This is an optimization exercise on Yosys and OpenROAD, whose aim is small area, a short achievable clock period and few clock cycles per item, not a production implementation.
RTL that was checked went through simulation tests only; none was proved equivalent to the original.
For runs 3 to 5, only the layout was checked, not whether the RTL still works.
No activity file was given, so power comes from the tool's default toggle rates.

==> flow/design.v <==
`default_nettype none
module xtea_block_cipher (
  input  wire logic        clk,
  input  wire logic        rst,
  input  wire logic        cfg_valid,
  output logic             cfg_ready,
  input  wire logic [2:0]  cfg_index,
  input  wire logic [31:0] cfg_data,
  input  wire logic        in_valid,
  output logic             in_stall,
  input  wire logic [64:0] in_data,
  output logic             out_valid,
  input  wire logic        out_stall,
  output logic [63:0]      out_data
);
  localparam logic [31:0] DELTA     = 32'h9E37_79B9;
  localparam logic [31:0] NEG_DELTA = 32'h61C8_8647;   
  logic [31:0] key [4];
  logic [3:0]  key_zero;   
  logic [6:0]  nrounds;
  logic [31:0] dec_sum;
  logic        init;       
  logic        pre;        
  logic        idle;       
  logic        busy;       
  logic        outv;       
  logic        stall_q;    
  logic        swp;        
  logic        ph;         
  logic [6:0]  cnt;
  logic        func;
  logic [31:0] a, b;
  logic [31:0] s;          
  logic [31:0] sk;         
  wire trigger   = rst || (cfg_valid && cfg_index == 3'd4);
  wire cnt_zero  = (cnt == 7'd0);
  wire n_zero    = (nrounds == 7'd0);
  wire [31:0] mixed  = ((b << 4) ^ (b >> 5)) + b;
  wire [31:0] b_step = a + (mixed ^ sk) + {31'd0, func};
  wire        last   = !swp && ph && (cnt == 7'd1);
  wire [1:0]  ksel   = (!ph ^ func) ? s[12:11] : s[1:0];
  wire [31:0] kword  = key[ksel] & {32{!key_zero[ksel]}};
  wire [31:0] sk_nx  = (s + kword) ^ {32{func}};
  wire [31:0] s_add  = s + ((busy && func) ? NEG_DELTA : DELTA);
  assign cfg_ready = 1'b1;
  assign in_stall  = stall_q;
  assign out_valid = outv;
  assign out_data  = {a, b};
  always_ff @(posedge clk) begin
    for (int i = 0; i < 4; i++) begin
      if (cfg_valid && cfg_index == 3'(i)) key[i] <= cfg_data;
    end
    if (rst) begin
      key_zero <= 4'hF;
      nrounds  <= 7'd32;
    end else if (cfg_valid) begin
      for (int i = 0; i < 4; i++) begin
        if (cfg_index == 3'(i)) key_zero[i] <= 1'b0;
      end
      if (cfg_index == 3'd4) nrounds <= cfg_data[6:0];
    end
    if (pre && cnt_zero) dec_sum <= s;
  end
  always_ff @(posedge clk) begin
    if (trigger) begin
      init    <= 1'b1;
      pre     <= 1'b0;
      idle    <= 1'b0;
      busy    <= 1'b0;
      outv    <= 1'b0;
      stall_q <= 1'b1;
    end else begin
      if (init) begin
        init <= 1'b0;
        pre  <= 1'b1;
      end
      if (pre && cnt_zero) begin
        pre     <= 1'b0;
        idle    <= 1'b1;
        stall_q <= 1'b0;
      end
      if (idle && in_valid) begin
        idle    <= 1'b0;
        stall_q <= 1'b1;
        if (n_zero) outv <= 1'b1;
        else        busy <= 1'b1;
      end
      if (busy && (last && !func || swp && cnt_zero)) begin
        busy <= 1'b0;
        outv <= 1'b1;
      end
      if (outv && !out_stall) begin
        outv    <= 1'b0;
        idle    <= 1'b1;
        stall_q <= 1'b0;
      end
    end
  end
  always_ff @(posedge clk) begin
    if (init || idle) begin
      cnt <= nrounds;
    end else if (pre) begin
      if (!cnt_zero) cnt <= cnt - 7'd1;
    end else if (busy && !swp && ph) begin
      cnt <= cnt - 7'd1;
    end
    if (idle) begin
      func <= in_data[64];
      swp  <= in_data[64];
      ph   <= in_data[64];
    end else if (busy) begin
      ph <= !ph;
      if (swp)               swp <= 1'b0;
      else if (last && func) swp <= 1'b1;
    end
  end
  always_ff @(posedge clk) begin
    if (init)                         s <= '0;
    else if (idle)                    s <= in_data[64] ? dec_sum : DELTA;
    else if ((pre && !cnt_zero) || (busy && ph)) s <= s_add;
    if (idle) sk <= key[0] & {32{!key_zero[0]}};
    else      sk <= sk_nx;
  end
  always_ff @(posedge clk) begin
    if (idle) begin
      a <= in_data[63:32];
      b <= in_data[31:0];
    end else if (busy) begin
      a <= b;
      b <= swp ? a : b_step;
    end
  end
endmodule
`default_nettype wire
==> flow/flow/run.sh <==
#!/bin/bash
set -euo pipefail
bash standard.sh SETUP_SLACK_MARGIN=6.5 finish > standard_flow.log 2>&1
==> flow/standard.sh <==
#!/bin/bash
# synth_recipe.tcl (not shown) runs the flow's synth.tcl, then flattens the netlist and writes it again
# the make line also repeats each setting of config.mk as NAME=value (left out here)
make -C /OpenROAD-flow-scripts/flow DESIGN_CONFIG=/design/flow/config.mk WORK_HOME=/design/flow/orfs CLKGATE_MAP_FILE= SYNTH_SCRIPT=/design/flow/synth_recipe.tcl "${@:-finish}"
==> flow/config.mk <==
export PLATFORM = sky130hd
export DESIGN_NAME = xtea_block_cipher
export DESIGN_NICKNAME = xtea_block_cipher
export VERILOG_FILES = /design/flow/design.v
export SDC_FILE = /design/flow/constraint.sdc
export NUM_CORES = 4
export LEC_CHECK = 0
export CAP_MARGIN = 20
export CORE_MARGIN = 2
export CORE_UTILIZATION = 40
export SLEW_MARGIN = 20
==> flow/constraint.sdc <==
create_clock -name core_clock -period 12.0 [get_ports {clk}]
set_input_delay 2.4000 -clock core_clock [delete_from_list [all_inputs] [get_ports {clk}]]
set_output_delay 2.4000 -clock core_clock [all_outputs]
set_load 0.01 [all_outputs]
==> metrics.md, run 1 <==
| Metric | Value |
|---|---|
| Max FO, Critical Path | `5` |
| Cell Chain, Critical Path | `xor2_1, ha_1, a21o_1, a21o_1, a21oi_1, o21ai_0, a221o_1, a21oi_2, o21ai_0, a311o_1, xnor2_1, ha_2, buf_4, a21oi_1, o21ai_0, a41oi_1, o211ai_1, and2_1, a221o_1, nor3_1, mux2_2, nor3_1` |
| Slew at the pin with the worst max-slew slack | `1.09 ns` |
| Core ar. | `47,500 um^2` |
| Grt total ovfl | `0` |
| Netlist cell types | `69` |
| Clk latency of the worst-skew pair | `0.57 ns` |
| GP Congestion | `0.919` |
| Multi-input combinational cell area | `10,200 um^2` |
| Peak Freq | `188 MHz` |
| Kind of critical path | `flop to flop` |
| Seq. cell area | `8650 um^2` |
| Critical path buffer and inverter count | `1` |
| CTS tree | `built` |
| Cell Area, Placed | `21,600 um^2` |
| Fillers | `4,314` |
| Pre-antenna DRT Iters | `7` |
| Main synth FF type | `edfxtp_1` |
| First-pass GRT wire length | `82.9 mm` |
| Mapped Cells | `1,801` |
| Drt wl/cell | `20.9 um` |
| Yosys Warn Count | `2` |
| Fin area | `23,000 um^2` |
| CTS sink cnt | `315` |
| Syn-to-layout area delta | `19.7%` |
| Remaining antenna violation count | `0` |
| Fin. Hold Viols | `0` |
| Die area | `49,800 um^2` |
| CP top delay family | `compound AO/OA/AOI/OAI gates` |
| Routed wl met2 | `23.1 mm` |
| Layout cells sized above 1 | `8.98%` |
| Vias in the first global route | `14,377` |
| Final #Nets | `2,216` |
| Worst setup EP type | `flop` |
| Initial antenna violation count | `0` |
| Top-count cell post-synth | `edfxtp_1` |
| Min Tclk post-route | `5.33 ns` |
| DR DRC count | `0` |
| Rows | `80` |
| WHS Path Cells | `2` |
| Mean area per synthesized cell | `10.7 um^2` |
| Top post-synthesis cells by count | `234 x edfxtp_1, 160 x a21oi_1, 153 x nand2_1` |
| WL met3 | `3.79 mm` |
| Worst path depth | `22` |
| Die Y | `223 um` |
| Slew HR | `27.0%` |
| Detailed placement HPWL | `39.9 mm` |
| Slew Viols, Final | `0` |
| Slowest stage delay, CP | `0.51 ns` |
| TritonCTS Buffers | `38` |
| GR Util All Layers | `21.4%` |
| Cell mode on critical path | `o21ai_0` |
| CP Data Required Time | `12.31 ns` |
| Max_cap viols | `0` |
| Root Buffer | `clkbuf_16` |
| FF+latch count, synth | `315` |
| I/O Buffers | `170` |
| Seq/Total Area, Yosys | `45.0%` |
| Slowest cell on the critical path | `edfxtp_1` |
| CTS max path bufs | `3` |
| R2R depth | `22` |
| Hold_buf cts | `0` |
| Htree depth | `2` |
| Synth Cell Area | `19,200 um^2` |
| Initial drt markers | `1,026` |
| RSZ-0062 raised after global routing | `yes` |
| Post-synth ARST share | `0%` |
| DR top layer | `met4` |
| Maximum VDD drop | `0.104 mV` |
| Power Dens Cells | `131 nW/um^2` |
| Most area-hungry cell type in the Yosys netlist | `edfxtp_1` |
| Largest net degree at the start of global routing | `59` |
| Net Count, Synth | `2,042` |
| Number of diodes | `0` |
| # IOs | `172` |
| Clock Pin Slew Worst Setup and Hold Paths | `0.06 ns` |
| Worst clock skew | `0.0202 ns` |
| CP arrival | `5.63 ns` |
| Routed wire length | `54.7 mm` |
| Setup Viol. Count Final | `0` |
| Status | `no timing/DRC/antenna violations` |
| LEAKAGE | `8.60 nW` |
| Initial core utilization | `40.4%` |
| Min-Delay Path Class | `flop to flop` |
| Synth top area cells | `edfxtp_1 37%, ha_1 8.5%, dfxtp_1 8.4%` |
| Met1 WL | `25.5 mm` |
| Number of flops mapped to enable cells by yosys | `234` |
| Vias | `14,942` |
| Top cell type's share of synthesized area | `36.6%` |
| Startpoint types | `flop` |
| Die W | `223 um` |
| Final Cycle Share | `44.4%` |
| Setup tns final | `0 ns` |
| Vias per Instance | `5.70` |
-- metal layers --
layer	vias up	global-route usage (%)
met1	7188	30.9
met4	0	9.27
met2	528	31.6
li1	7124	-
met5	-	0
met3	102	3.81
-- layout make-up --
type                            instances  area share (%)
Tap cell                              615            3.35
Inverter                               41           0.669
Timing Repair Buffer                  198            8.37
Sequential cell                       315            37.6
Multi-Input combinational cell       1381            44.5
Clock inverter                         26            1.14
Clock buffer                           44            4.32
-- worst min-delay path, delay by kind of cell, from the launching register on --
kind	cells	cell delay, ns
AND/OR/NAND/NOR	1	0.05
AO/OA/AOI/OAI	1	0.06
flip-flops	1	0.34
-- report_power, final --
part | internal [mW] | switching (mW) | leakage [nW]
clock network | 0.686 | 0.473 | 0.614
registers | 1.22 | 0.0505 | 2.80
logic | 0.271 | 0.311 | 5.18
-- layout by cell type, fill, tap and decap left out, types with 15 or more instances in the layout --
| cell type | count |
|---|---|
| edfxtp_1 | 234 |
| clkdlybuf4s50_1 | 170 |
| a21oi_1 | 157 |
| nand2_1 | 153 |
| ha_1 | 130 |
| xnor2_1 | 125 |
| o21ai_0 | 102 |
| nor2_1 | 102 |
| dfxtp_1 | 80 |
| xor2_1 | 68 |
| a21o_1 | 54 |
| nor2b_1 | 46 |
| inv_1 | 40 |
| a211oi_1 | 39 |
| clkbuf_16 | 38 |
| mux2_2 | 36 |
| mux4_2 | 33 |
| nor3_1 | 32 |
| o21a_1 | 32 |
| nand3_1 | 27 |
| buf_4 | 27 |
| o21bai_1 | 22 |
| o211ai_1 | 17 |
| o22ai_1 | 15 |
-- cell families after synthesis --
family | count (synthesis) | share of synthesized area (%)
AOI/OAI and AO/OA | 532 | 17.6
and+or+nand+nor | 436 | 10.6
DFF | 315 | 45.0
xor gates and xnor gates | 195 | 8.97
adders and majority gates | 136 | 9.05
buffers and inverters | 106 | 2.13
muxes | 80 | 6.55
other | 1 | 0.0195
-- metrics by stage --
step                      total power [mW]  utilization, %  hold WS, ns  setup WS (ns)  instances
after floorplan                       1.70               -        0.432           6.53       1801
after global placement                1.86            45.5        0.448           6.50       2540
after detailed placement              1.87            45.5        0.458           6.33       2540
after CTS                             3.03            48.1        0.467           6.42       2610
after global routing                  3.14            48.4        0.521           6.32       2620
final                                 3.02            48.4        0.481           6.67       2620
-- what timing repair did --
action | CTS | global route
gates cloned | 0 | 1
endpoints found under the hold margin | 0 | 0
buffers inserted | 0 | 9
endpoints found under the setup margin | 2 | 11
resized for setup | 2 | 9
pin swaps | 0 | 2
-- worst paths after layout --
path	from	to	slack, ns
max	b[16]$_DFFE_PP_	b[31]$_DFFE_PP_	6.67
min	key[0][0]$_DFFE_PP_	sk[0]$_DFF_P_	0.48
min reg2reg	key[0][0]$_DFFE_PP_	sk[0]$_DFF_P_	0.48
max reg2reg	b[16]$_DFFE_PP_	b[31]$_DFFE_PP_	6.67
-- state kept, by name, summed over array words and instances (netlist names), 4 cells and up --
name,cells
key,128
a,32
b,32
dec_sum,32
s,32
sk,32
cnt,7
nrounds,7
key_zero,4
Testbench counts, summed over its fixed seeds: cycles 34,620, items 512.
==> run 2: changes to the inputs <==
==> flow/flow/run.sh (replaced) <==
#!/bin/bash
set -euo pipefail
bash standard.sh SETUP_SLACK_MARGIN=7 finish > standard_flow.log 2>&1
==> run 2 against run 1 <==
Hold slack better by 0.017 ns. Register-to-register slack better by 0.36 ns. Total power is 1.0% higher. Non-clock buffer count is 44 higher. Combinational power is 5.3% higher. Flip-flop and latch count stayed put. Worst setup slack better by 0.36 ns. Sequential share of layout area is 1.1 points lower. Global-route usage is 0.21 points higher. Synthesized cell count stayed put. Design area is 3.1% higher.
==> metrics.md, run 2 <==
| Metric | Value |
|---|---|
| Met1 WL | `26.2 mm (+2.9%)` |
| Core ar. | `47,500 um^2 (unchanged)` |
| Synth Area in Simple Gates | `10.6% (unchanged)` |
| Top cell type's share of synthesized area | `36.6% (unchanged)` |
| Routed wl met2 | `24.6 mm (+6.1%)` |
| Max reg flops | `128 (unchanged)` |
| Mean area per synthesized cell | `10.7 um^2 (unchanged)` |
| Max FO, Critical Path | `4 (-1)` |
| CP arrival | `5.28 ns (-0.35 ns)` |
| Worst clock skew | `0.0165 ns (-0.00370 ns)` |
| Max_cap viols | `0 (unchanged)` |
| First-pass GRT wire length | `83.7 mm (+0.98%)` |
| Vias in the first global route | `14,385 (+0.056%)` |
| Slew Viols, Final | `0 (unchanged)` |
| Syn-to-layout area delta | `23.5%` |
| LEAKAGE | `8.88 nW (+3.3%)` |
| Final Cycle Share | `41.3% (-3.0 points)` |
| Adder-Cell Fraction of Synth Area | `9.05% (unchanged)` |
| Rows | `80 (unchanged)` |
| Post-synth ARST share | `0% (unchanged)` |
| Fillers | `4,268 (-1.1%)` |
| R2R depth | `22 (unchanged)` |
| Maximum VDD drop | `0.110 mV (+4.9%)` |
| Most frequent cells in the layout | `234 x edfxtp_1, 170 x clkdlybuf4s50_1, 151 x nand2_1` |
| Seq/Total Area, Yosys | `45.0% (unchanged)` |
| Die area | `49,800 um^2 (unchanged)` |
| Setup crit end | `b[31]$_DFFE_PP_` |
| GP Congestion | `0.933 (+1.5%)` |
| I/O Buffers | `170 (unchanged)` |
| RSZ-0062 raised after global routing | `yes` |
| Fin area | `23,700 um^2 (+3.1%)` |
| Clk latency of the worst-skew pair | `0.56 ns (about the same)` |
| Root Buffer | `clkbuf_16` |
| FF-to-FF End | `b[31]$_DFFE_PP_` |
| Largest net degree at the start of global routing | `72 (+22%)` |
| Status | `no timing/DRC/antenna violations` |
| Number of flops mapped to enable cells by yosys | `234 (unchanged)` |
| Top-count cell post-synth | `edfxtp_1` |
| CTS tree | `built` |
| TritonCTS Buffers | `38 (unchanged)` |
| FF+latch count, synth | `315 (unchanged)` |
| Startpoint types | `flop` |
| Grt total ovfl | `0 (unchanged)` |
| Initial antenna violation count | `0 (unchanged)` |
| Pre-antenna DRT Iters | `5 (-2)` |
| Min-Delay Path Class | `flop to flop` |
| Htree depth | `2 (unchanged)` |
| Biggest register | `key` |
| Setup Viol. Count Final | `0 (unchanged)` |
| Clock Pin Slew Worst Setup and Hold Paths | `0.06 ns (about the same)` |
| DR top layer | `met4` |
| Kind of critical path | `flop to flop` |
| Netlist cell types | `69 (unchanged)` |
| Detailed placement HPWL | `39.3 mm (-1.5%)` |
| Number of diodes | `0 (unchanged)` |
| Utilization after layout | `49.9% (+1.5 points)` |
| Total chip power | `3.05 mW (+1.0%)` |
| Slew at the pin with the worst max-slew slack | `1.07 ns (-0.0215 ns)` |
| Remaining antenna violation count | `0 (unchanged)` |
| DR DRC count | `0 (unchanged)` |
| Die W | `223 um (unchanged)` |
| Power Dens Cells | `128 nW/um^2 (-2.1%)` |
| CP Data Required Time | `12.32 ns (about the same)` |
| Die Y | `223 um (unchanged)` |
| Min Tclk post-route | `4.96 ns (-0.365 ns)` |
| Slew HR | `28.4% (+1.4 points)` |
| CTS max path bufs | `3 (unchanged)` |
| Post-synthesis compound-gate area fraction | `17.6% (unchanged)` |
| Synth Area in XOR/XNOR | `8.97% (unchanged)` |
| Cell Area, Placed | `21,600 um^2 (about the same)` |
| CP startpoint | `b[0]$_DFFE_PP_` |
| Yosys Warn Count | `2 (unchanged)` |
| CTS sink cnt | `315 (unchanged)` |
| Peak Freq | `202 MHz (+7.4%)` |
| Worst r2r src | `b[0]$_DFFE_PP_` |
| Worst hold slack | `0.498 ns (+0.0170 ns)` |
| Final #Nets | `2,261 (+2.0%)` |
| Most area-hungry cell type in the Yosys netlist | `edfxtp_1` |
| WL met3 | `3.07 mm (-19%)` |
| Setup tns final | `0 ns (unchanged)` |
| Synth top area cells | `edfxtp_1 37%, ha_1 8.5%, dfxtp_1 8.4%` |
| Layout cells sized above 1 | `13.6% (+4.6 points)` |
| Net Count, Synth | `2,042 (unchanged)` |
| Mapped Cells | `1,801 (unchanged)` |
| Worst setup EP type | `flop` |
| Initial drt markers | `1,161 (+13%)` |
| Most common cell after layout, fill and taps aside | `edfxtp_1` |
| Initial core utilization | `40.4% (unchanged)` |
| # IOs | `172 (unchanged)` |
| Fin. Hold Viols | `0 (unchanged)` |
| Main combinational cell family by area after synthesis | `compound AO/OA/AOI/OAI gates` |
| Multiplexer share of the synthesized area | `6.55% (unchanged)` |
| Main synth FF type | `edfxtp_1` |
| Routed wire length | `55.6 mm (+1.7%)` |
| R2r setup slk | `7.04 ns (+0.36 ns)` |
| Vias per Instance | `5.66 (-0.77%)` |
| Synth Cell Area | `19,200 um^2 (unchanged)` |
| Top post-synthesis cells by count | `234 x edfxtp_1, 160 x a21oi_1, 153 x nand2_1` |
| Worst Min Path Start | `key[0][0]$_DFFE_PP_` |
| Drt wl/cell | `20.9 um (about the same)` |
| Vias | `15,076 (+0.90%)` |
| GR Util All Layers | `21.6% (+0.21 points)` |
[run 2: changes by cell type in the layout (fill, tap and decap cells not counted), sizes merged]
cell / delta
buf: +43
inv: -1
clkinv: -9
clkbuf: +14
mux4: +1
bufinv: -1
clkinvlp: -3
[run 2: cell families (layout without fill, tap and decap cells)]
family / Yosys count / count (layout)
DFF: 315 / 315
adders and majority gates: 136 / 136
AOI/OAI and AO/OA: 532 / 532
xor gates and xnor gates: 195 / 195
and+or+nand+nor: 436 / 436
muxes: 80 / 82
other: 1 / 1
buffers and inverters: 106 / 352
[run 2: per-stage QoR]
stage,worst slack (ns),cells
after global routing,6.84,2664
after detailed placement,6.47,2539
after CTS,7.01,2626
after global placement,6.60,2539
final,7.04,2664
after floorplan,7.02,1801
[run 2: worst max-delay path, cell delays in order, from the launching register on]
cell       delay [ns]
edfxtp_1         0.43
buf_6            0.15
xor2_1           0.14
ha_1             0.34
o211ai_1         0.15
o21ai_2          0.18
o211ai_1         0.19
a2111oi_4        0.47
nor3_2           0.09
nor4b_2          0.23
o21ai_1          0.08
nand2b_1         0.12
xnor2_2          0.10
ha_1             0.35
nand2_1          0.06
or3_4            0.39
a211o_1          0.24
o211ai_1         0.10
nor2_1           0.06
a221o_1          0.44
nor3_2           0.19
mux2_4           0.17
nor3_1           0.04
[run 2: worst min-delay path by stage]
stage	to	cells after the start
5_1_grt	sk[0]$_DFF_P_	2
2_1_floorplan	func$_DFFE_PP_	0
4_1_cts	sk[30]$_DFF_P_	2
3_5_place_dp	key_zero[3]$_SDFFE_PP1P_	2
3_3_place_gp	key_zero[3]$_SDFFE_PP1P_	2
6_report	sk[0]$_DFF_P_	2
[run 2: final cells by class]
class                      count  area [um^2]  area share, %
multi-input combinational   1382        10600           44.7
sequential                   315         8650           36.5
timing repair buffer         242         2280           9.61
clock buffer                  57         1080           4.57
tap                          615          769           3.24
clock inverter                12          171          0.723
inverter                      41          154          0.649
[run 2: report_power, final]
part           leakage (nW)  total [mW]  switching (mW)  internal [mW]
clock network         0.614        1.16           0.464          0.695
registers              2.80        1.27          0.0498           1.22
logic                  5.47       0.614           0.325          0.289
[run 2: layer usage]
metal / track usage [%] / vias to the layer above
li1: - / 7230
met1: 31.3 / 7303
met2: 33.2 / 461
met3: 2.99 / 82
met4: 7.82 / 0
met5: 0 / -
[run 2: what timing repair did]
item / 4_1_cts / 5_1_grt
hold buffers: 0 / 0
gates cloned: 1 / 2
buffers inserted: 17 / 36
pin swaps: 7 / 38
endpoints found under the setup margin: 22 / 30
resized for setup: 24 / 65
==> run 3: changes to the inputs <==
--- a/flow/design.v
+++ b/flow/design.v
@@ -1 +1,31 @@
+`default_nettype none
+module xtea_add32 (
+  input  wire logic [31:0] x,
+  input  wire logic [31:0] y,
+  input  wire logic        ci,
+  output logic [31:0]      s
+);
+  logic [31:0] p0;
+  logic [31:0] g [6];
+  logic [31:0] p [6];
+  always_comb begin
+    p0   = x ^ y;
+    p[0] = p0;
+    g[0] = x & y;
+    g[0][0] = g[0][0] | (p0[0] & ci);
+    for (int l = 0; l < 5; l++) begin
+      for (int i = 0; i < 32; i++) begin
+        if (((i >> l) & 1) == 1) begin
+          g[l+1][i] = g[l][i] | (p[l][i] & g[l][((i >> l) << l) - 1]);
+          p[l+1][i] = p[l][i] & p[l][((i >> l) << l) - 1];
+        end else begin
+          g[l+1][i] = g[l][i];
+          p[l+1][i] = p[l][i];
+        end
+      end
+    end
+    s = p0 ^ {g[5][30:0], ci};
+  end
+endmodule
+`default_nettype wire
 `default_nettype none
@@ -37,4 +67,5 @@
   wire n_zero    = (nrounds == 7'd0);
-  wire [31:0] mixed  = ((b << 4) ^ (b >> 5)) + b;
-  wire [31:0] b_step = a + (mixed ^ sk) + {31'd0, func};
+  logic [31:0] mixed, b_step, sk_sum;
+  xtea_add32 u_add_mix (.x((b << 4) ^ (b >> 5)), .y(b), .ci(1'b0), .s(mixed));
+  xtea_add32 u_add_b   (.x(a), .y(mixed ^ sk), .ci(func), .s(b_step));
   wire        last   = !swp && ph && (cnt == 7'd1);
@@ -42,3 +73,4 @@
   wire [31:0] kword  = key[ksel] & {32{!key_zero[ksel]}};
-  wire [31:0] sk_nx  = (s + kword) ^ {32{func}};
+  xtea_add32 u_add_sk  (.x(s), .y(kword), .ci(1'b0), .s(sk_sum));
+  wire [31:0] sk_nx  = sk_sum ^ {32{func}};
   wire [31:0] s_add  = s + ((busy && func) ? NEG_DELTA : DELTA);
==> run 3 against run 2 <==
Critical endpoint unchanged. Largest cell class unchanged. Global-route usage shrank 0.63 points. Utilization shrank 0.18 points. Clock power is essentially flat. Worst setup slack lost 0.12 ns. Synthesized cell count shrank 8.2%.
==> metrics.md, run 3 <==
| Metric | Value |
|---|---|
| CTS max path bufs | `3 (unchanged)` |
| Mean area per synthesized cell | `11.1 um^2 (+4.1%)` |
| Kind of critical path | `flop to flop` |
| Mapped Cells | `1,653 (-8.2%)` |
| Root Buffer | `clkbuf_16` |
| Status | `no timing/DRC/antenna violations` |
| Setup Viol. Count Final | `0 (unchanged)` |
| Die area | `47,600 um^2 (-4.4%)` |
| FF+latch count, synth | `315 (unchanged)` |
| Most common cell after layout, fill and taps aside | `edfxtp_1` |
| Vias | `13,720 (-9.0%)` |
| Post-synth ARST share | `0% (unchanged)` |
| GP Congestion | `0.901 (-3.4%)` |
| Drt wl/cell | `20.4 um (-2.5%)` |
| Vias in the first global route | `13,361 (-7.1%)` |
| Main synth FF type | `edfxtp_1` |
| Initial antenna violation count | `1 (+1)` |
| Synth Cell Area | `18,400 um^2 (-4.4%)` |
| Final #Nets | `2,102 (-7.0%)` |
| # IOs | `172 (unchanged)` |
| Grt total ovfl | `0 (unchanged)` |
| Layout cells sized above 1 | `11.8% (-1.8 points)` |
| Max FO, Critical Path | `3 (-1)` |
| Slowest cell on the critical path | `edfxtp_1` |
| Cell Area, Placed | `20,800 um^2 (-4.0%)` |
| Most frequent cells in the layout | `234 x edfxtp_1, 170 x clkdlybuf4s50_1, 144 x nand2_1` |
| LEAKAGE | `8.47 nW (-4.6%)` |
| Utilization after layout | `49.7% (-0.18 points)` |
| Top post-synthesis cells by count | `234 x edfxtp_1, 144 x nand2_1, 125 x a21oi_1` |
| Fin. Hold Viols | `0 (unchanged)` |
| Power Dens Cells | `131 nW/um^2 (+2.2%)` |
| Clk latency of the worst-skew pair | `0.56 ns (about the same)` |
| Max_cap viols | `0 (unchanged)` |
| Biggest register | `key` |
| Slew at the pin with the worst max-slew slack | `0.969 ns (-0.100 ns)` |
| Top cell type's share of synthesized area | `38.3% (+1.7 points)` |
| CTS tree | `built` |
| Hold_buf cts | `0 (unchanged)` |
| CP top delay family | `compound AO/OA/AOI/OAI gates` |
| TritonCTS Buffers | `37 (-2.6%)` |
| Top-count cell post-synth | `edfxtp_1` |
| First-pass GRT wire length | `77.1 mm (-7.8%)` |
| Worst Min Path Start | `key[0][19]$_DFFE_PP_` |
| Yosys Warn Count | `5 (+3)` |
| Initial drt markers | `1,072 (-7.7%)` |
| Slew HR | `35.4% (+7.0 points)` |
| Multi-input combinational cell area | `9560 um^2 (-9.9%)` |
| CP Data Required Time | `12.42 ns (+0.10 ns)` |
| Seq/Total Area, Yosys | `47.1% (+2.1 points)` |
| Min Tclk post-route | `5.08 ns (+0.122 ns)` |
| Seq. cell area | `8650 um^2 (unchanged)` |
| R2R depth | `20 (-9.1%)` |
| Pre-antenna DRT Iters | `5 (unchanged)` |
| Syn-to-layout area delta | `22.9%` |
| RSZ-0062 raised after global routing | `yes` |
| Peak Freq | `197 MHz (-2.4%)` |
| Detailed placement HPWL | `35.3 mm (-10%)` |
| Die W | `218 um (-2.2%)` |
| Fillers | `4,107 (-3.8%)` |
| Routed wire length | `50.5 mm (-9.2%)` |
| Max reg flops | `128 (unchanged)` |
| Min-Delay Path Class | `flop to flop` |
| Vias per Instance | `5.53 (-2.4%)` |
| Number of diodes | `0 (unchanged)` |
| FF-to-FF End | `b[31]$_DFFE_PP_` |
| Core ar. | `45,400 um^2 (-4.6%)` |
| GR Util All Layers | `21.0% (-0.63 points)` |
| Worst setup EP type | `flop` |
| Netlist cell types | `70 (+1.4%)` |
| Most area-hungry cell type in the Yosys netlist | `edfxtp_1` |
| WHS Path Cells | `2 (unchanged)` |
| CP arrival | `5.50 ns (+0.22 ns)` |
| Critical path buffer and inverter count | `1 (unchanged)` |
| Worst r2r src | `b[0]$_DFFE_PP_` |
| Maximum VDD drop | `0.0984 mV (-10%)` |
| Startpoint types | `flop` |
| Worst clock skew | `0.0138 ns (-0.00276 ns)` |
| Worst hold slack | `0.521 ns (+0.0227 ns)` |
| Number of flops mapped to enable cells by yosys | `234 (unchanged)` |
| Synth top area cells | `edfxtp_1 38%, dfxtp_1 8.8%, ha_1 8.2%` |
| Final Cycle Share | `42.4% (+1.0 points)` |
| DR DRC count | `0 (unchanged)` |
| Largest net degree at the start of global routing | `75 (+4.2%)` |
| Cell Chain, Critical Path | `buf_4, xor2_2, ha_1, nand3_1, a41oi_2, a211oi_2, o31a_1, fa_2, xor2_1, xnor2_1, ha_1, a21oi_2, o21ai_1, nor2b_1, or3_4, o2111ai_4, a311oi_4, mux2i_1, a2111o_1, nand3_1` |
| Worst path depth | `20 (-9.1%)` |
| Rows | `78 (-2.5%)` |
| Remaining antenna violation count | `0 (unchanged)` |
| CTS sink cnt | `315 (unchanged)` |
| Fin area | `22,600 um^2 (-4.9%)` |
| WHS Endpoint | `sk[19]$_DFF_P_` |
| Initial core utilization | `40.5% (+0.047 points)` |
| Slew Viols, Final | `0 (unchanged)` |
| Htree depth | `2 (unchanged)` |
| Clock Pin Slew Worst Setup and Hold Paths | `0.06 ns (about the same)` |
| Setup tns final | `0 ns (unchanged)` |
| Net Count, Synth | `1,896 (-7.1%)` |
| Die Y | `218 um (-2.2%)` |
| Slowest stage delay, CP | `0.43 ns (-0.04 ns)` |
| R2r setup slk | `6.92 ns (-0.12 ns)` |
| I/O Buffers | `170 (unchanged)` |
==> run 3: changes by cell type after synthesis, sizes merged, moves of 15 or more <==
cell,previous run,this run
xnor2,127,102
a21oi,161,125
a21o,54,32
a211oi,39,15
nor2,104,81
o22ai,15,0
inv,41,56
==> run 3: layer usage <==
metal  vias to the layer above  part of all wire [%]  wire [um]  track usage (%)
met5                         -                     0          0                0
li1                       6575                     -          -                -
met4                         0                   2.0       1020             5.78
met1                      6682                    48      24200             30.5
met3                        61                   5.6       2850             2.77
met2                       402                    45      22500             33.0
==> run 3: what timing repair did <==
item | in CTS | in global routing
endpoints found under the setup margin | 35 | 18
buffers inserted | 23 | 12
cloned | 2 | 0
gates resized for setup | 38 | 16
pin swaps | 25 | 6
==> run 3: power breakdown <==
group          total, mW  switching (mW)  internal [mW]
combinational      0.546           0.280          0.267
clock               1.14           0.450          0.689
sequential          1.28          0.0518           1.23
==> run 3: worst register-to-register path: stages (launching register included) <==
cell and delay, ns:
edfxtp_1 0.43, buf_4 0.17, xor2_2 0.15, ha_1 0.33, nand3_1 0.13, a41oi_2 0.27
a211oi_2 0.12, o31a_1 0.39, fa_2 0.36, xor2_1 0.17, xnor2_1 0.14, ha_1 0.35
a21oi_2 0.17, o21ai_1 0.09, nor2b_1 0.14, or3_4 0.40, o2111ai_4 0.27, a311oi_4 0.18
mux2i_1 0.18, a2111o_1 0.42, nand3_1 0.07
==> run 3: kinds of logic (layout without fill, tap and decap cells) <==
logic type,count (synthesis),in the layout,share of synthesized area (%)
AO/OA/AOI/OAI,433,433,15.0
XOR/XNOR,169,169,8.10
adder cells (fa/ha/maj),138,138,10.1
buffers and inverters,115,344,2.43
flip-flops,315,315,47.1
multiplexers,82,83,6.87
other,1,1,0.0204
AND/OR/NAND/NOR,400,400,10.4
==> run 3: how the worst max path moves through the flow <==
stage              startpoint              end
2_1_floorplan  b[5]$_DFFE_PP_  b[30]$_DFFE_PP_
3_3_place_gp     ph$_DFFE_PP_   sk[30]$_DFF_P_
3_5_place_dp     ph$_DFFE_PP_   sk[30]$_DFF_P_
4_1_cts        b[1]$_DFFE_PP_  b[31]$_DFFE_PP_
5_1_grt        b[5]$_DFFE_PP_  b[31]$_DFFE_PP_
6_report       b[0]$_DFFE_PP_  b[31]$_DFFE_PP_
==> run 3: through the flow <==
step	setup WS [ns]	std cells	total power [mW]
3_3_place_gp	6.13	2383	1.80
4_1_cts	6.96	2471	2.97
5_1_grt	6.69	2483	3.09
6_report	6.92	2483	2.96
3_5_place_dp	5.99	2383	1.80
2_1_floorplan	7.03	1653	1.65
==> run 3: final cells by class <==
type                       count  area share (%)
sequential                   315            38.4
clock buffer                  47            4.36
inverter                      56           0.932
tap                          600            3.33
multi-input combinational   1224            42.4
timing repair buffer         225            9.62
clock inverter                16           0.999
==> run 4: changes to the inputs <==
--- a/flow/config.mk
+++ b/flow/config.mk
@@ -9,3 +9,4 @@
 export CORE_MARGIN = 2
-export CORE_UTILIZATION = 40
+export CORE_UTILIZATION = 60
+export PLACE_DENSITY = 0.7
 export SLEW_MARGIN = 20
==> run 4 against run 3 <==
Sequential share of layout area is 0.64 points higher. Routed wire length decreased by 1.6%. Die area is 33% lower. Flip-flop and latch count unchanged. Utilization is 23 points higher. Total power shrank 4.7%. Synthesized cell count unchanged. Largest power group unchanged.
==> metrics.md, run 4 <==
| Metric | Value |
|---|---|
| Remaining antenna violation count | `0 (unchanged)` |
| Most common cell after layout, fill and taps aside | `edfxtp_1` |
| Routed wire length | `49.7 mm (-1.6%)` |
| WHS Path Cells | `2 (unchanged)` |
| Kind of critical path | `flop to flop` |
| Status | `no timing/DRC/antenna violations` |
| Clk latency of the worst-skew pair | `0.51 ns (-0.05 ns)` |
| Worst setup EP type | `flop` |
| Netlist cell types | `70 (unchanged)` |
| I/O Buffers | `170 (unchanged)` |
| TritonCTS Buffers | `35 (-5.4%)` |
| Clock Pin Slew Worst Setup and Hold Paths | `0.06 ns (about the same)` |
| Vias per Instance | `6.17 (+12%)` |
| Cell Count, Final, Fillers Out | `2,278 (-8.3%)` |
| Max FO, Critical Path | `4 (+1)` |
| FF+latch count, synth | `315 (unchanged)` |
| Slew Viols, Final | `0 (unchanged)` |
| Worst hold slack | `0.516 ns (-0.00511 ns)` |
| Rows | `64 (-18%)` |
| GP Congestion | `0.924 (+2.5%)` |
| Synth Cell Area | `18,400 um^2 (unchanged)` |
| Final Cycle Share | `42.4% (+0.049 points)` |
| Setup Viol. Count Final | `0 (unchanged)` |
| Top cell type's share of synthesized area | `38.3% (unchanged)` |
| RSZ-0062 raised after global routing | `yes` |
| Top post-synthesis cells by count | `234 x edfxtp_1, 144 x nand2_1, 125 x a21oi_1` |
| Post-synth ARST share | `0% (unchanged)` |
| Slew HR | `35.6% (+0.23 points)` |
| First-pass GRT wire length | `74.6 mm (-3.3%)` |
| Die Y | `179 um (-18%)` |
| Fillers | `2,158 (-47%)` |
| Net Count, Synth | `1,896 (unchanged)` |
| Startpoint types | `flop` |
| Mean area per synthesized cell | `11.1 um^2 (unchanged)` |
| Grt total ovfl | `0 (unchanged)` |
| Most area-hungry cell type in the Yosys netlist | `edfxtp_1` |
| Initial drt markers | `1,194 (+11%)` |
| Yosys Warn Count | `5 (unchanged)` |
| Initial antenna violation count | `0 (-1)` |
| Most frequent cells in the layout | `234 x edfxtp_1, 170 x clkdlybuf4s50_1, 144 x nand2_1` |
| CTS sink cnt | `315 (unchanged)` |
| Vias in the first global route | `13,264 (-0.73%)` |
| Max reg flops | `128 (unchanged)` |
| Min Tclk post-route | `5.09 ns (+0.00589 ns)` |
| Die W | `179 um (-18%)` |
| Die area | `32,000 um^2 (-33%)` |
| R2R depth | `23 (+15%)` |
| Final #Nets | `2,102 (unchanged)` |
| Worst clock skew | `0.0137 ns (-0.0000202 ns)` |
| CTS tree | `built` |
| Hold_buf cts | `0 (unchanged)` |
| Pre-antenna DRT Iters | `5 (unchanged)` |
| Fin worst setup slack | `6.91 ns (-0.00589 ns)` |
| Worst slack at placement | `6.22 ns (+0.229 ns)` |
| GR Util All Layers | `30.8% (+9.7 points)` |
| Setup tns final | `0 ns (unchanged)` |
| Power Dens Cells | `127 nW/um^2 (-3.1%)` |
| Number of flops mapped to enable cells by yosys | `234 (unchanged)` |
| LEAKAGE | `8.41 nW (-0.70%)` |
| Mapped Cells | `1,653 (unchanged)` |
| Min-Delay Path Class | `flop to flop` |
| Root Buffer | `clkbuf_16` |
| Htree depth | `2 (unchanged)` |
| Max_cap viols | `0 (unchanged)` |
| DR DRC count | `0 (unchanged)` |
| Slew at the pin with the worst max-slew slack | `0.966 ns (-0.00341 ns)` |
| R2r setup slk | `6.91 ns (about the same)` |
| Top-count cell post-synth | `edfxtp_1` |
| Fin. Hold Viols | `0 (unchanged)` |
| Maximum VDD drop | `0.157 mV (+60%)` |
| DP Cell Count | `2,179 (-8.6%)` |
| Largest net degree at the start of global routing | `69 (-8.0%)` |
| Core ar. | `30,300 um^2 (-33%)` |
| Multi-input combinational cell area | `9570 um^2 (+0.12%)` |
| Biggest register | `key` |
| CP Data Required Time | `12.26 ns (-0.16 ns)` |
| Seq. cell area | `8650 um^2 (unchanged)` |
| Syn-to-layout area delta | `20.8%` |
| Number of diodes | `0 (unchanged)` |
| CTS max path bufs | `3 (unchanged)` |
| # IOs | `172 (unchanged)` |
| Seq/Total Area, Yosys | `47.1% (unchanged)` |
| Detailed placement HPWL | `34.8 mm (-1.3%)` |
| Drt wl/cell | `21.8 um (+7.3%)` |
| Synth top area cells | `edfxtp_1 38%, dfxtp_1 8.8%, ha_1 8.2%` |
| Layout cells sized above 1 | `12.0% (+0.17 points)` |
| Initial core utilization | `60.5% (+20 points)` |
| Main synth FF type | `edfxtp_1` |
| Peak Freq | `196 MHz (-0.12%)` |
| Vias | `14,051 (+2.4%)` |
| CP arrival | `5.35 ns (-0.15 ns)` |
[run 4: cell counts after synthesis]
Identical to the previous run, type by type.
[run 4: per-stage QoR]
step	util, %	power [mW]	area [um^2]
floorplan	-	1.65	18400
global placement	67.6	1.79	20500
detailed placement	67.6	1.80	20500
CTS	72.2	2.81	21900
global route	73.1	2.94	22200
finish	73.1	2.82	22200
[run 4: worst max-delay path: stages (launching register included)]
cell and delay [ns]:
edfxtp_1 0.39, ha_1 0.17, inv_1 0.05, fa_2 0.37, nor2b_4 0.15, o2111ai_2 0.14
a41oi_2 0.21, a211oi_2 0.09, buf_4 0.15, o31a_1 0.32, fa_2 0.36, xor2_1 0.17
xnor2_1 0.14, ha_1 0.33, a21oi_2 0.18, o21ai_2 0.08, nor2b_1 0.14, or3_4 0.39
o2111ai_4 0.28, a311oi_4 0.17, buf_4 0.19, xnor2_2 0.12, o211ai_1 0.10, o21a_1 0.15
[run 4: cells by family after synthesis]
family                     share of synthesized area (%)
AOI/OAI and AO/OA                                   15.0
and+or+nand+nor                                     10.4
xor gates and xnor gates                            8.10
other                                             0.0204
buffers and inverters                               2.43
muxes                                               6.87
DFF                                                 47.1
adders and majority gates                           10.1
[run 4: report_power, final]
part	total, mW	switching (mW)	internal, mW
Clock	1.00	0.420	0.582
Sequential	1.28	0.0547	1.23
Combinational	0.542	0.279	0.264
[run 4: worst paths after layout]
kind,to,start
worst max-delay path,b[29]$_DFFE_PP_,b[5]$_DFFE_PP_
worst max register to register,b[29]$_DFFE_PP_,b[5]$_DFFE_PP_
worst min-delay path,nrounds[4]$_SDFFE_PP0P_,nrounds[4]$_SDFFE_PP0P_
worst min register to register,nrounds[4]$_SDFFE_PP0P_,nrounds[4]$_SDFFE_PP0P_
[run 4: final cells by class]
cell class	instances	share of cell area, %
Clock inverter	14	0.446
Sequential cell	315	39.0
Clock buffer	46	4.32
Inverter	56	0.948
Timing Repair Buffer	227	9.89
Multi-Input combinational cell	1224	43.2
Tap cell	396	2.23
[run 4: layer usage]
metal / global-route usage [%] / wire (um)
met1: 43.5 / 21100
met2: 49.1 / 22800
met3: 4.62 / 4270
met4: 9.62 / 1500
met5: 0 / 0
[run 4: what timing repair did]
| item | in CTS | in global routing |
|---|---|---|
| cloned | 1 | 1 |
| setup endpoints to repair | 34 | 23 |
| endpoints found under the hold margin | 0 | 0 |
| setup buffers | 20 | 17 |
| resized for setup | 38 | 20 |
| pin swaps | 19 | 7 |
==> run 5: changes to the inputs <==
==> flow/flow/run.sh (replaced) <==
#!/bin/bash
set -euo pipefail
bash standard.sh SETUP_SLACK_MARGIN=7.5 finish > standard_flow.log 2>&1
--- a/flow/config.mk
+++ b/flow/config.mk
@@ -9,4 +9,3 @@
 export CORE_MARGIN = 2
-export CORE_UTILIZATION = 60
-export PLACE_DENSITY = 0.7
+export CORE_UTILIZATION = 40
 export SLEW_MARGIN = 20
==> run 5 against run 4 <==
Non-clock buffer count rose by 65. Design area is 6.1% higher. Clock skew up 0.022 ns. Synthesized area is the same. Worst setup slack got worse by 0.13 ns. Global-route usage shrank 9.2 points. Utilization fell by 21 points. Count of clock-buffer cells in the layout shrank 2. Register-to-register slack worse by 0.13 ns. Routed wire length rose by 6.0%.
==> metrics.md, run 5 <==
| Metric | Value |
|---|---|
| Fin area | `23,500 um^2 (+6.1%)` |
| Most common cell after layout, fill and taps aside | `edfxtp_1` |
| CTS max path bufs | `3 (unchanged)` |
| Seq/Total Area, Yosys | `47.1% (unchanged)` |
| Top-count cell post-synth | `edfxtp_1` |
| GP Congestion | `0.906 (-2.0%)` |
| Main synth FF type | `edfxtp_1` |
| WHS Path Cells | `2 (unchanged)` |
| Worst slack at placement | `5.55 ns (-0.669 ns)` |
| Largest net degree at the start of global routing | `68 (-1.4%)` |
| Startpoint types | `flop` |
| R2R depth | `22 (-4.3%)` |
| Remaining antenna violation count | `0 (unchanged)` |
| Clk latency of the worst-skew pair | `0.58 ns (+0.07 ns)` |
| Die Y | `218 um (+22%)` |
| Core ar. | `45,400 um^2 (+50%)` |
| # IOs | `172 (unchanged)` |
| Detailed placement HPWL | `36.1 mm (+3.7%)` |
| Clk network pwr share | `37.8% (+2.3 points)` |
| TritonCTS Buffers | `36 (+2.9%)` |
| Die W | `218 um (+22%)` |
| Post-synth ARST share | `0% (unchanged)` |
| Vias per Instance | `5.51 (-11%)` |
| Slowest stage delay, CP | `0.44 ns (+0.05 ns)` |
| FF+latch count, synth | `315 (unchanged)` |
| Net Count, Synth | `1,896 (unchanged)` |
| Fin. Hold Viols | `0 (unchanged)` |
| Syn-to-layout area delta | `28.1%` |
| Number of diodes | `0 (unchanged)` |
| Mapped Cells | `1,653 (unchanged)` |
| CP arrival | `5.66 ns (+0.31 ns)` |
| Max reg flops | `128 (unchanged)` |
| Biggest register | `key` |
| Pre-antenna DRT Iters | `5 (unchanged)` |
| Die area | `47,600 um^2 (+49%)` |
| GR Util All Layers | `21.5% (-9.2 points)` |
| Top cell type's share of synthesized area | `38.3% (unchanged)` |
| Htree depth | `2 (unchanged)` |
| Cell Chain, Critical Path | `ha_2, inv_2, fa_2, nor2b_4, o2111ai_2, a41oi_2, a211oi_2, o31a_1, buf_6, fa_2, xor2_1, xnor2_1, ha_1, buf_6, nand4_1, or2_4, a21oi_4, o2111ai_4, a311oi_4, mux2i_1, a2111o_1, nand3_2` |
| Number of flops mapped to enable cells by yosys | `234 (unchanged)` |
| Combinational share of power | `19.8% (+0.6 points)` |
| Grt total ovfl | `0 (unchanged)` |
| Maximum VDD drop | `0.126 mV (-20%)` |
| Netlist cell types | `70 (unchanged)` |
| Setup Viol. Count Final | `0 (unchanged)` |
| Top post-synthesis cells by count | `234 x edfxtp_1, 144 x nand2_1, 125 x a21oi_1` |
| CTS tree | `built` |
| Most area-hungry cell type in the Yosys netlist | `edfxtp_1` |
| Initial core utilization | `40.5% (-20 points)` |
| Slew at the pin with the worst max-slew slack | `1.03 ns (+0.0677 ns)` |
| Internal Pwr Total | `2.19 mW (+6.0%)` |
| I/O Buffers | `170 (unchanged)` |
| Routed wire length | `52.7 mm (+6.0%)` |
| CTS sink cnt | `315 (unchanged)` |
| Worst clock skew | `0.0355 ns (+0.0217 ns)` |
| Yosys Warn Count | `5 (unchanged)` |
| Slowest cell on the critical path | `a311oi_4` |
| Min Tclk post-route | `5.22 ns (+0.135 ns)` |
| Slew HR | `31.1% (-4.5 points)` |
| Max FO, Critical Path | `3 (-1)` |
| Utilization after layout | `51.8% (-21 points)` |
| Initial drt markers | `1,026 (-14%)` |
| CP Data Required Time | `12.44 ns (+0.18 ns)` |
| Layout cells sized above 1 | `17.6% (+5.6 points)` |
| NetSw | `0.824 mW (+9.3%)` |
| Sw Share | `27.3% (+0.61 points)` |
| Initial antenna violation count | `1 (+1)` |
| Power Dens Cells | `128 nW/um^2 (+0.75%)` |
| Peak Freq | `191 MHz (-2.6%)` |
| Min-Delay Path Class | `flop to flop` |
| LEAKAGE | `8.92 nW (+6.0%)` |
| Synth Cell Area | `18,400 um^2 (unchanged)` |
| Status | `no timing/DRC/antenna violations` |
| Most frequent cells in the layout | `234 x edfxtp_1, 170 x clkdlybuf4s50_1, 141 x nand2_1` |
| RSZ-0062 raised after global routing | `yes` |
| Final Cycle Share | `43.5% (+1.1 points)` |
| Kind of critical path | `flop to flop` |
| Synth top area cells | `edfxtp_1 38%, dfxtp_1 8.8%, ha_1 8.2%` |
| DR DRC count | `0 (unchanged)` |
| Clock Pin Slew Worst Setup and Hold Paths | `0.06 ns (about the same)` |
| Sequential power share | `42.4% (-2.9 points)` |
| Max_cap viols | `0 (unchanged)` |
| Slew Viols, Final | `0 (unchanged)` |
| Fin worst setup slack | `6.78 ns (-0.135 ns)` |
| Vias in the first global route | `13,463 (+1.5%)` |
| Rows | `78 (+22%)` |
| Total chip power | `3.02 mW (+6.8%)` |
| Mean area per synthesized cell | `11.1 um^2 (unchanged)` |
| Root Buffer | `clkbuf_16` |
| Fillers | `4,040 (+87%)` |
| Vias | `14,074 (+0.16%)` |
| Cell Area, Placed | `20,900 um^2 (+1.7%)` |
| Drt wl/cell | `20.7 um (-5.4%)` |
| Final #Nets | `2,168 (+3.1%)` |
| R2r setup slk | `6.78 ns (-0.13 ns)` |
| Setup tns final | `0 ns (unchanged)` |
| First-pass GRT wire length | `78.9 mm (+5.7%)` |
| Worst setup EP type | `flop` |
run 5: cell counts after synthesis:
No cell type changed its count.
run 5: cell families (layout without fill, tap and decap cells):
family | after synthesis | after routing | synth area share (%)
multiplexers | 82 | 83 | 6.87
AND/OR/NAND/NOR | 400 | 400 | 10.4
buffers and inverters | 115 | 414 | 2.43
XOR/XNOR | 169 | 169 | 8.10
other | 1 | 1 | 0.0204
adder cells (fa/ha/maj) | 138 | 138 | 10.1
AO/OA/AOI/OAI | 433 | 433 | 15.0
flip-flops | 315 | 315 | 47.1
run 5: timing repair:
| action | in CTS | in global routing |
|---|---|---|
| resized for setup | 51 | 92 |
| buffers inserted | 49 | 51 |
| setup endpoints to repair | 59 | 38 |
| pin swaps | 37 | 70 |
| hold buffers | 0 | 0 |
| gates cloned | 3 | 1 |
run 5: path summary, 6_finish.rpt:
kind                                     startpoint         endpoint
worst max register to register       b[5]$_DFFE_PP_  b[31]$_DFFE_PP_
worst max-delay path                 b[5]$_DFFE_PP_  b[31]$_DFFE_PP_
worst min-delay path            key[0][9]$_DFFE_PP_    sk[9]$_DFF_P_
worst min register to register  key[0][9]$_DFFE_PP_    sk[9]$_DFF_P_
run 5: critical path: cells and delay by family (launching register included):
kind,cells,cell delay (ns)
AOI/OAI and AO/OA,8,2.09
adders and majority gates,4,1.24
and+or+nand+nor,4,0.58
DFF,1,0.42
xor gates and xnor gates,2,0.31
buffers and inverters,3,0.30
muxes,1,0.15
run 5: metal layers:
| metal | vias to the layer above | wire length, um | share of wire, % | track usage, % |
|---|---|---|---|---|
| met1 | 6884 | 24300 | 46 | 30.6 |
| met2 | 415 | 23600 | 45 | 33.4 |
| met3 | 77 | 3280 | 6.2 | 3.27 |
| li1 | 6698 | - | - | - |
| met4 | 0 | 1490 | 2.8 | 7.55 |
| met5 | - | 0 | 0 | 0 |
run 5: power by group through the flow:
stage	logic, mW	registers [mW]	clock network (mW)
after global routing	0.656	1.28	1.21
after detailed placement	0.510	1.30	0
after floorplan	0.379	1.27	0
after global placement	0.500	1.30	0
after CTS	0.552	1.28	1.17
final	0.598	1.28	1.14
run 5: final cells by class:
| type | instances | area (um^2) | share of cell area [%] |
|---|---|---|---|
| well taps | 600 | 751 | 3.19 |
| multi-input cells | 1224 | 9860 | 41.9 |
| flip-flops and latches | 315 | 8650 | 36.8 |
| clock buffers | 44 | 931 | 3.96 |
| clock inverters | 22 | 290 | 1.23 |
| repair buffers | 292 | 2830 | 12.0 |
| inverters | 56 | 214 | 0.910 |
run 5: through the flow:
stage	std cells	hold slack, ns
floorplan	1653	0.436
global placement	2383	0.447
detailed placement	2383	0.452
CTS	2501	0.487
global route	2553	0.536
finish	2553	0.507
==> run 6: changes to the inputs <==
--- a/flow/design.v
+++ b/flow/design.v
@@ -57,3 +57,2 @@
   logic        stall_q;    
-  logic        swp;        
   logic        ph;         
@@ -67,2 +66,5 @@
   wire n_zero    = (nrounds == 7'd0);
+  wire accept    = idle && in_valid;
+  wire in_dec    = in_data[64];
+  wire in_swap   = in_dec && !n_zero;   
   logic [31:0] mixed, b_step, sk_sum;
@@ -70,8 +72,9 @@
   xtea_add32 u_add_b   (.x(a), .y(mixed ^ sk), .ci(func), .s(b_step));
-  wire        last   = !swp && ph && (cnt == 7'd1);
-  wire [1:0]  ksel   = (!ph ^ func) ? s[12:11] : s[1:0];
+  wire        last   = ph && (cnt == 7'd1);
+  wire        neg    = idle || func;
+  wire [1:0]  ksel   = (idle || (!ph ^ func)) ? s[12:11] : s[1:0];
   wire [31:0] kword  = key[ksel] & {32{!key_zero[ksel]}};
   xtea_add32 u_add_sk  (.x(s), .y(kword), .ci(1'b0), .s(sk_sum));
-  wire [31:0] sk_nx  = sk_sum ^ {32{func}};
-  wire [31:0] s_add  = s + ((busy && func) ? NEG_DELTA : DELTA);
+  wire [31:0] sk_nx  = sk_sum ^ {32{neg}};
+  wire [31:0] s_add  = s + ((idle || (busy && func)) ? NEG_DELTA : DELTA);
   assign cfg_ready = 1'b1;
@@ -113,3 +116,3 @@
       end
-      if (idle && in_valid) begin
+      if (accept) begin
         idle    <= 1'b0;
@@ -119,3 +122,3 @@
       end
-      if (busy && (last && !func || swp && cnt_zero)) begin
+      if (busy && last) begin
         busy <= 1'b0;
@@ -135,3 +138,3 @@
       if (!cnt_zero) cnt <= cnt - 7'd1;
-    end else if (busy && !swp && ph) begin
+    end else if (busy && ph) begin
       cnt <= cnt - 7'd1;
@@ -139,9 +142,6 @@
     if (idle) begin
-      func <= in_data[64];
-      swp  <= in_data[64];
-      ph   <= in_data[64];
+      func <= in_dec;
+      ph   <= 1'b0;
     end else if (busy) begin
       ph <= !ph;
-      if (swp)               swp <= 1'b0;
-      else if (last && func) swp <= 1'b1;
     end
@@ -149,7 +149,8 @@
   always_ff @(posedge clk) begin
-    if (init)                         s <= '0;
-    else if (idle)                    s <= in_data[64] ? dec_sum : DELTA;
+    if (init)                                s <= '0;
+    else if (outv)                           s <= dec_sum;
+    else if (accept)                         s <= in_dec ? s_add : DELTA;
     else if ((pre && !cnt_zero) || (busy && ph)) s <= s_add;
-    if (idle) sk <= key[0] & {32{!key_zero[0]}};
-    else      sk <= sk_nx;
+    if (idle && !in_dec) sk <= key[0] & {32{!key_zero[0]}};
+    else                 sk <= sk_nx;
   end
@@ -157,7 +158,7 @@
     if (idle) begin
-      a <= in_data[63:32];
-      b <= in_data[31:0];
+      a <= in_swap ? in_data[31:0] : in_data[63:32];
+      b <= in_swap ? in_data[63:32] : in_data[31:0];
     end else if (busy) begin
-      a <= b;
-      b <= swp ? a : b_step;
+      a <= (last && func) ? b_step : b;
+      if (!(last && func)) b <= b_step;
     end
==> flow/flow/run.sh (replaced) <==
#!/bin/bash
set -euo pipefail
bash standard.sh SETUP_SLACK_MARGIN=7 "BUFFER_PORTS_ARGS=-buffer_cell sky130_fd_sc_hd__buf_1" finish > standard_flow.log 2>&1
==> run 6 against run 5 <==
Fmax rose by 4.9%. Still clean on timing, DRC and antenna. Largest cell class unchanged. Sequential power grew 5%. Total power up 13%. Utilization decreased by 5.0 points. Largest power group unchanged. Critical path depth is 1 lower. Combinational power increased by 62%. Cell count up 1.4%.
==> metrics.md, run 6 <==
| Metric | Value |
|---|---|
| Status | `no timing/DRC/antenna violations` |
| Slew Viols, Final | `0 (unchanged)` |
| DR DRC count | `0 (unchanged)` |
| Initial drt markers | `1,169 (+14%)` |
| Synth Cell Area | `18,800 um^2 (+2.4%)` |
| Fin worst setup slack | `7.02 ns (+0.244 ns)` |
| Layout cells sized above 1 | `10.2% (-7.4 points)` |
| RSZ-0062 raised after global routing | `yes` |
| Most common cell after layout, fill and taps aside | `nand2_1` |
| Die W | `221 um (+1.1%)` |
| Hold_buf cts | `0 (unchanged)` |
| DP Cell Count | `2,493 (+4.6%)` |
| CTS tree | `built` |
| GP Congestion | `0.892 (-1.5%)` |
| Peak Freq | `201 MHz (+4.9%)` |
| Pre-antenna DRT Iters | `8 (+3)` |
| Mapped Cells | `1,769 (+7.0%)` |
| Biggest register | `key` |
| Adder-Cell Fraction of Synth Area | `9.87% (-0.23 points)` |
| Mean area per synthesized cell | `10.6 um^2 (-4.4%)` |
| Power Dens Cells | `156 nW/um^2 (+22%)` |
| Max FO, Critical Path | `5 (+2)` |
| Largest net degree at the start of global routing | `59 (-13%)` |
| Vias | `14,787 (+5.1%)` |
| Drt wl/cell | `21.4 um (+3.5%)` |
| WHS Path Cells | `2 (unchanged)` |
| Netlist cell types | `80 (+14%)` |
| Min Tclk post-route | `4.98 ns (-0.244 ns)` |
| Slew at the pin with the worst max-slew slack | `1.04 ns (+0.00557 ns)` |
| Remaining antenna violation count | `0 (unchanged)` |
| CP Data Required Time | `12.29 ns (-0.15 ns)` |
| Min-Delay Path Class | `flop to flop` |
| R2R depth | `21 (-4.5%)` |
| Net Count, Synth | `2,012 (+6.1%)` |
| R2r setup slk | `7.02 ns (+0.24 ns)` |
| Top cell type's share of synthesized area | `37.1% (-1.2 points)` |
| Seq. cell area | `8610 um^2 (-0.46%)` |
| Seq/Total Area, Yosys | `45.8% (-1.3 points)` |
| Setup tns final | `0 ns (unchanged)` |
| Setup Viol. Count Final | `0 (unchanged)` |
| Yosys Warn Count | `5 (unchanged)` |
| Top post-synthesis cells by count | `239 x nand2_1, 232 x edfxtp_1, 121 x ha_1` |
| Top-count cell post-synth | `nand2_1` |
| Routed wire length | `55.3 mm (+5.0%)` |
| Clock Pin Slew Worst Setup and Hold Paths | `0.06 ns (about the same)` |
| TritonCTS Buffers | `36 (unchanged)` |
| Worst r2r src | `b[10]$_DFFE_PP_` |
| Met1 Track Usage GR | `32.0% (+1.4 points)` |
| Number of flops mapped to enable cells by yosys | `232 (-0.85%)` |
| Fin. Hold Viols | `0 (unchanged)` |
| Fillers | `4,338 (+7.4%)` |
| FF-to-FF End | `a[31]$_DFFE_PP_` |
| Worst setup EP type | `flop` |
| Max reg flops | `128 (unchanged)` |
| Max_cap viols | `0 (unchanged)` |
| CTS max path bufs | `3 (unchanged)` |
| Worst slack at placement | `6.30 ns (+0.749 ns)` |
| CP arrival | `5.27 ns (-0.39 ns)` |
| Startpoint types | `flop` |
| Synth Area in Simple Gates | `13.5% (+3.1 points)` |
| Final Cycle Share | `41.5% (-2.0 points)` |
| Die area | `48,700 um^2 (+2.3%)` |
| Htree depth | `2 (unchanged)` |
| Initial antenna violation count | `3 (+2)` |
| Synth Area in XOR/XNOR | `7.88% (-0.23 points)` |
| Kind of critical path | `flop to flop` |
| Post-synthesis compound-gate area fraction | `15.4% (+0.41 points)` |
| Rows | `79 (+1.3%)` |
| CTS sink cnt | `314 (-0.32%)` |
| Final #Nets | `2,196 (+1.3%)` |
| Multi-input combinational cell area | `9940 um^2 (+0.80%)` |
| Most area-hungry cell type in the Yosys netlist | `edfxtp_1` |
| I/O Buffers | `170 (unchanged)` |
| LEAKAGE | `8.38 nW (-6.0%)` |
| Synth top area cells | `edfxtp_1 37%, dfxtp_1 8.7%, ha_1 8.1%` |
| Main combinational cell family by area after synthesis | `compound AO/OA/AOI/OAI gates` |
| Cell Count, Final, Fillers Out | `2,589 (+1.4%)` |
| Maximum VDD drop | `0.112 mV (-11%)` |
| Vias in the first global route | `14,071 (+4.5%)` |
| # IOs | `172 (unchanged)` |
| Worst clock skew | `0.0307 ns (-0.00474 ns)` |
| Main synth FF type | `edfxtp_1` |
| Clk latency of the worst-skew pair | `0.56 ns (-0.02 ns)` |
| Slew HR | `30.7% (-0.45 points)` |
| Met3 GRT Util | `3.02% (-0.25 points)` |
| First-pass GRT wire length | `83.0 mm (+5.2%)` |
| Grt total ovfl | `0 (unchanged)` |
| Root Buffer | `clkbuf_16` |
| FF+latch count, synth | `314 (-0.32%)` |
| Vias per Instance | `5.71 (+3.6%)` |
| Most frequent cells in the layout | `237 x nand2_1, 232 x edfxtp_1, 170 x buf_1` |
| Post-synth ARST share | `0% (unchanged)` |
| Core ar. | `46,500 um^2 (+2.4%)` |
| Worst Min Path Start | `nrounds[4]$_SDFFE_PP0P_` |
| Detailed placement HPWL | `39.4 mm (+9.1%)` |
| Multiplexer share of the synthesized area | `4.91% (-2.0 points)` |
| Grt peak-use layer | `met2` |
| GR Util All Layers | `22.4% (+0.92 points)` |
| M2 GR Usage | `35.9% (+2.6 points)` |
| Syn-to-layout area delta | `15.7%` |
| Initial core utilization | `40.4% (about the same)` |
| Die Y | `221 um (+1.1%)` |
| WHS Endpoint | `nrounds[4]$_SDFFE_PP0P_` |
## run 6: cell count changes in the layout (fill, tap and decap cells not counted), sizes merged, moves of 16 or more
cell,previous run,this run
a21oi,125,109
a31oi,5,50
and3,10,34
buf,120,220
clkdlybuf4s50,170,0
mux2,32,4
nand2,144,239
nor2,81,97
nor3,23,39
o21a,40,14
o21ai,114,74
## run 6: cell type report
class / count / share of cell area (%)
tap: 607 / 3.49
timing repair buffer: 221 / 5.02
clock inverter: 15 / 0.719
antenna: 3 / 0.0345
multi-input combinational: 1331 / 45.7
clock buffer: 49 / 4.61
inverter: 49 / 0.846
sequential: 314 / 39.6
## run 6: cells by family (layout without fill, tap and decap cells)
kind of cell,after synthesis,after routing
xor+xnor,169,169
flops,314,314
buf+inv,125,334
mux,50,51
fa+ha+maj,138,138
simple gates,546,546
compound gates,426,426
other cells,1,4
## run 6: what timing repair did
| action | in CTS | in global routing |
|---|---|---|
| endpoints found under the setup margin | 46 | 36 |
| buffers inserted | 15 | 12 |
| gates cloned | 2 | 0 |
| resized for setup | 15 | 27 |
| pin swaps | 9 | 31 |
| endpoints found under the hold margin | 0 | 0 |
## run 6: how the worst max path moves through the flow
stage / startpoint / end / cells after the start
floorplan: b[5]$_DFFE_PP_ / a[31]$_DFFE_PP_ / 21
global placement: func$_DFFE_PP_ / sk[27]$_DFF_P_ / 19
detailed placement: func$_DFFE_PP_ / sk[27]$_DFF_P_ / 19
CTS: b[5]$_DFFE_PP_ / b[31]$_DFFE_PP_ / 24
global route: b[10]$_DFFE_PP_ / a[31]$_DFFE_PP_ / 21
finish: b[10]$_DFFE_PP_ / a[31]$_DFFE_PP_ / 21
## run 6: metal layers
layer | part of all wire (%) | wire length (um)
met2 | 46 | 25600
met5 | 0 | 0
met1 | 45 | 25100
met4 | 2.0 | 1090
met3 | 6.5 | 3600
## run 6: worst max-delay path: stages, from the launching register on
cell       delay (ns)
edfxtp_1         0.48
xor2_1           0.20
ha_1             0.37
o211ai_2         0.14
a21oi_4          0.19
o2111ai_4        0.15
o311a_4          0.43
buf_6            0.13
fa_2             0.32
xor2_1           0.18
xnor2_1          0.19
ha_1             0.29
a21oi_2          0.17
o21a_1           0.15
o21ai_1          0.07
a21o_1           0.17
a32o_2           0.27
a311o_1          0.38
a21oi_2          0.16
xnor2_1          0.10
nor2_1           0.09
o22ai_1          0.07
## run 6: metrics by stage
step	power, mW	hold WS [ns]	utilization (%)	cell area (um^2)
floorplan	2.02	0.429	-	18800
global placement	2.25	0.451	43.3	20100
detailed placement	2.27	0.455	43.3	20100
CTS	3.38	0.480	46.3	21500
global route	3.58	0.518	46.8	21700
finish	3.40	0.480	46.8	21700
## run 6: report_power, final
group	internal, mW	switching, mW
clock	0.633	0.454
sequential	1.26	0.0825
combinational	0.440	0.527
Testbench counts of run 6, summed over its fixed seeds: cycles 34,104, items 512.
==> run 7: changes to the inputs <==
==> flow/flow/run.sh (replaced) <==
#!/bin/bash
set -euo pipefail
bash standard.sh SETUP_SLACK_MARGIN=7 finish > standard_flow.log 2>&1
==> run 7 against run 6 <==
Sequential power hardly changed. Synthesized cell count stayed put. Hold slack better by 0.0077 ns. Flip-flop and latch count stayed put. Non-clock buffer count is 2 higher. Design area is 4.8% higher. Routed wire length is 3.2% higher. Worst setup slack better by 0.068 ns. Critical path type unchanged.
==> metrics.md, run 7 <==
| Metric | Value |
|---|---|
| Status | `no timing/DRC/antenna violations` |
| Min Tclk post-route | `4.91 ns (-0.0684 ns)` |
| Worst slack at placement | `6.33 ns (+0.0354 ns)` |
| Seq/Total Area, Yosys | `45.8% (unchanged)` |
| Synth Cell Area | `18,800 um^2 (unchanged)` |
| WHS Endpoint | `nrounds[0]$_SDFFE_PP0P_` |
| FF-to-FF End | `b[31]$_DFFE_PP_` |
| NetSw | `1.05 mW (-1.6%)` |
| Worst Min Path Start | `nrounds[0]$_SDFFE_PP0P_` |
| DP Cell Count | `2,494 (+0.040%)` |
| Sequential power share | `39.6% (about the same)` |
| Most area-hungry cell type in the Yosys netlist | `edfxtp_1` |
| Utilization after layout | `49.1% (+2.2 points)` |
| Initial drt markers | `1,117 (-4.4%)` |
| DR DRC count | `0 (unchanged)` |
| Clk network pwr share | `31.4% (-0.6 points)` |
| Worst clock skew | `0.0248 ns (-0.00590 ns)` |
| Die W | `221 um (unchanged)` |
| Largest net degree at the start of global routing | `104 (+76%)` |
| # IOs | `172 (unchanged)` |
| Die Y | `221 um (unchanged)` |
| Net Count, Synth | `2,012 (unchanged)` |
| Yosys Warn Count | `5 (unchanged)` |
| Adder-Cell Fraction of Synth Area | `9.87% (unchanged)` |
| Post-synth ARST share | `0% (unchanged)` |
| Internal Pwr Total | `2.35 mW (+0.44%)` |
| Clock Pin Slew Worst Setup and Hold Paths | `0.06 ns (about the same)` |
| Mapped Cells | `1,769 (unchanged)` |
| Most common cell after layout, fill and taps aside | `nand2_1` |
| Top post-synthesis cells by count | `239 x nand2_1, 232 x edfxtp_1, 121 x ha_1` |
| Setup tns final | `0 ns (unchanged)` |
| CTS max path bufs | `3 (unchanged)` |
| Rows | `79 (unchanged)` |
| Total chip power | `3.39 mW (-0.19%)` |
## run 7: logic make-up (layout without fill, tap and decap cells)
family | count (synthesis) | count (layout)
AND/OR/NAND/NOR | 546 | 547
AO/OA/AOI/OAI | 426 | 426
flip-flops | 314 | 314
XOR/XNOR | 169 | 169
adder cells (fa/ha/maj) | 138 | 138
buffers and inverters | 125 | 338
multiplexers | 50 | 52
other | 1 | 2
## run 7: power groups by stage
stage | combinational, mW | sequential [mW] | clock (mW)
after floorplan | 0.700 | 1.32 | 0
after global placement | 0.904 | 1.37 | 0
after detailed placement | 0.923 | 1.37 | 0
after CTS | 0.954 | 1.34 | 1.09
after global routing | 1.10 | 1.35 | 1.12
final | 0.983 | 1.34 | 1.07
## run 7: stage by stage
stage                     hold slack [ns]  area, um^2
after global placement              0.451       21200
final                               0.488       22800
after floorplan                     0.429       18800
after CTS                           0.485       22600
after detailed placement            0.458       21200
after global routing                0.506       22800
## run 7: cell type report
cell class              instances  area (um^2)
multi-input cells            1333         9980
fillers                      4275        23700
repair buffers                223         2140
well taps                     607          759
diodes                          1         2.50
inverters                      49          184
clock inverters                14          123
clock buffers                  52          992
flip-flops and latches        314         8610
## run 7: repair_timing
item / in CTS / in global routing
pin swaps: 15 / 26
buffers inserted: 21 / 7
gates resized for setup: 15 / 27
setup endpoints to repair: 49 / 32
cloned: 2 / 2
## run 7: how the worst max path moves through the flow
stage,end,depth (start not counted),startpoint
6_report,b[31]$_DFFE_PP_,21,b[0]$_DFFE_PP_
5_1_grt,a[31]$_DFFE_PP_,22,b[10]$_DFFE_PP_
4_1_cts,a[31]$_DFFE_PP_,23,b[0]$_DFFE_PP_
3_5_place_dp,sk[27]$_DFF_P_,19,func$_DFFE_PP_
3_3_place_gp,sk[27]$_DFF_P_,19,func$_DFFE_PP_
2_1_floorplan,a[31]$_DFFE_PP_,21,b[5]$_DFFE_PP_
## run 7: layer usage
metal / GRT usage [%] / routed length [um] / up-vias
met5: 0 / 0 / -
met4: 9.84 / 2090 / 0
met3: 4.29 / 4150 / 98
met2: 35.9 / 25700 / 501
met1: 31.4 / 25200 / 7236
li1: - / - / 6949
## run 7: worst reg2reg max path: cells and delay by family, from the launching register on
family | cells | cell delay, ns
AOI/OAI and AO/OA | 12 | 2.29
adders and majority gates | 3 | 1.02
xor gates and xnor gates | 4 | 0.61
DFF | 1 | 0.43
buffers and inverters | 1 | 0.19
and+or+nand+nor | 1 | 0.09

Re-timed with assumed drivers on the ports (clkbuf_16 on the clock, buf_2 on other inputs), run 7 has 7.088 ns of setup slack against 7.088 ns with ideal ports, and 6.973 ns once port delays also move by the mid clock arrival of 0.600 ns.
